Background: an optimization exercise with open tools, aiming at small area and a short achievable clock period. Do not read the settings as production practice. Only simulation tests tie the RTL to the original design; equivalence was not proved. No activity file was given, so power comes from the tool's default toggle rates.

== run A ==
## mem_unit
module mem_unit #(
  parameter int unsigned DATA_WIDTH = 16,
  parameter int unsigned ADDR_WIDTH = 8,
  parameter int unsigned LATENCY    = 2
) (
  input  logic                  clk,
  input  logic                  reset,
  input  logic                  MEM_EN,
  input  logic                  MEM_RW,
  input  logic [ADDR_WIDTH-1:0] mem_addr,
  input  logic [DATA_WIDTH-1:0] mem_data_in,
  output logic [DATA_WIDTH-1:0] mem_data_out,
  output logic                  MFC,
  output logic                  busy
);
For scale: roughly 4500 flip-flops, ~46 I/O pins, ~0.12 mm2 of cells after synthesis.
==> flow/config.mk <==
export PLATFORM = sky130hd
export DESIGN_NAME = mem_unit
export DESIGN_NICKNAME = mem_unit
export VERILOG_FILES = /design/flow/design.v
export SDC_FILE = /design/flow/constraint.sdc
export NUM_CORES = 4
export LEC_CHECK = 0
export CAP_MARGIN = 20
export CORE_MARGIN = 2
export CORE_UTILIZATION = 50
export SETUP_SLACK_MARGIN = 3.9
export SLEW_MARGIN = 20
export SYNTH_HIERARCHICAL = 1
==> flow/constraint.sdc <==
create_clock -name core_clock -period 6.5 [get_ports {clk}]
set_input_delay 1.3000 -clock core_clock [delete_from_list [all_inputs] [get_ports {clk}]]
set_output_delay 1.3000 -clock core_clock [all_outputs]
set_load 0.01 [all_outputs]
standard.sh (not shown) runs the stock make flow with config.mk's settings and CLKGATE_MAP_FILE= SYNTH_SCRIPT=/design/flow/synth_recipe.tcl, a recipe that flattens the netlist after the stock synthesis.
==> flow/flow/run.sh <==
#!/bin/bash
# Standard ORFS layout, with the storage ring pre-placed after floorplanning
# (flow/place_ring.tcl), wider clock-tree clusters without dummy loads, and
# resizing not tied to cell footprints. Each step logs to its own file here.
set -euo pipefail
HERE=$(pwd)
ARGS=(MATCH_CELL_FOOTPRINT=0
  "CTS_ARGS=-sink_clustering_enable -repair_clock_nets -dont_use_dummy_load -buf_list sky130_fd_sc_hd__clkbuf_16 -sink_clustering_size 30 -sink_clustering_max_diameter 60")
bash standard.sh "${ARGS[@]}" floorplan > "$HERE/run_floorplan.log" 2>&1
export BPG=2
RING_ODB=$(ls -d "$HERE"/orfs/results/*/mem_unit/base)/2_floorplan.odb
export RING_ODB
openroad -no_init -exit "$HERE/flow/place_ring.tcl" > "$HERE/run_place_ring.log" 2>&1
bash standard.sh "${ARGS[@]}" finish > "$HERE/run_finish.log" 2>&1
Other scripts of this flow, unchanged in this note and not shown: flow/flow/place_ring.tcl
Run A completed end to end with timing, DRC and antenna clean.
#### Input delta (run B over run A)
# run A
export LEC_CHECK = 0
export CAP_MARGIN = 20
export CORE_MARGIN = 2
export CORE_UTILIZATION = 50
export SETUP_SLACK_MARGIN = 3.9
export SLEW_MARGIN = 20
export SYNTH_HIERARCHICAL = 1
create_clock -name core_clock -period 6.5 [get_ports {clk}]
# run B
export LEC_CHECK = 0
export CAP_MARGIN = 20
export CORE_MARGIN = 2
export CORE_UTILIZATION = 55
export SETUP_SLACK_MARGIN = 4.1
export SLEW_MARGIN = 20
export SYNTH_HIERARCHICAL = 1
create_clock -name core_clock -period 6.5 [get_ports {clk}]
--- outcome ---
In run B the wire length on met3 turned out about 8% higher than in run A.
Per the comparison of run B with run A, post-place instance area now sits lower, global-route wire length before repair roughly the same, number of global-route vias before repair rose by 3417.
In the tables for run A and run B, cell count reads higher with run A.
There was hardly any difference in power between run A and run B.
[compare] base=run A new=run B: area overhead of the layout relative to synthesis grew by 1.4 points, design area +about 1.3%.
| fraction of met1 tracks used by global routing | run A vs run B | ≈ equal |
### run B -> run C
# run B
export LEC_CHECK = 0
export CAP_MARGIN = 20
export CORE_MARGIN = 2
export CORE_UTILIZATION = 55
export SETUP_SLACK_MARGIN = 4.1
export SLEW_MARGIN = 20
export SYNTH_HIERARCHICAL = 1
create_clock -name core_clock -period 6.5 [get_ports {clk}]
# run C
export LEC_CHECK = 0
export CAP_MARGIN = 20
export CORE_MARGIN = 2
export CORE_UTILIZATION = 55
export SETUP_SLACK_MARGIN = 3.9
export SLEW_MARGIN = 20
export SYNTH_HIERARCHICAL = 1
create_clock -name core_clock -period 6.5 [get_ports {clk}]
[summary]
Run C completed end to end with timing, DRC and antenna clean.
| post-cts resize count | lower: run C |
[compare] base=run B new=run C: switching part of the total ~0 delta; growth of design area from synthesis to finish -1.2 points; wire length ~0 delta; total power ~0 delta; global-route usage +0.42 points.
Depth of the most critical reg-to-reg path in run C is 2 above run B.
Looking at run B and run C, the part of the power in the clock network is a wash.
A timing endpoint of the critical path of rdata_q[3] is what run C shows, while rdata_q[5] belongs to run B.
Relative to run B, run C improves static leakage.

==> static timing again, ports no longer ideal <==
The flow's constraints put no driver on any port. The routed layouts listed below were extracted and timed again, unchanged, in two steps. Step 1: set_driving_cell puts a clkbuf_16 on clk and a buf_2 on each other input, an assumption about the parent block. Step 2 also shifts input and output timing later by t, the mid clock arrival at the registers, as if the neighbouring blocks saw the same clock. Slacks: ideal ports / drivers / drivers and shift; pairs: ideal ports / drivers.
run | t, ns | setup WS [ns] | hold slack, ns | worst register clock-pin slew, ns | cell pins on the clock port's net
run A | 0.972 | 3.750 / 3.699 / 3.022 | 0.319 / 0.319 / 0.319 | 0.11 / 0.11 | 1
run B | 0.984 | 3.710 / 3.693 / 2.887 | 0.277 / 0.277 / 0.277 | 0.11 / 0.11 | 1
run C | 0.986 | 3.688 / 3.688 / 2.914 | 0.291 / 0.291 / 0.291 | 0.11 / 0.11 | 1
After both steps every run listed still meets setup and hold. The setup slack of run B, which loses most, moves by -0.017 ns with the drivers and by -0.823 ns with both steps.
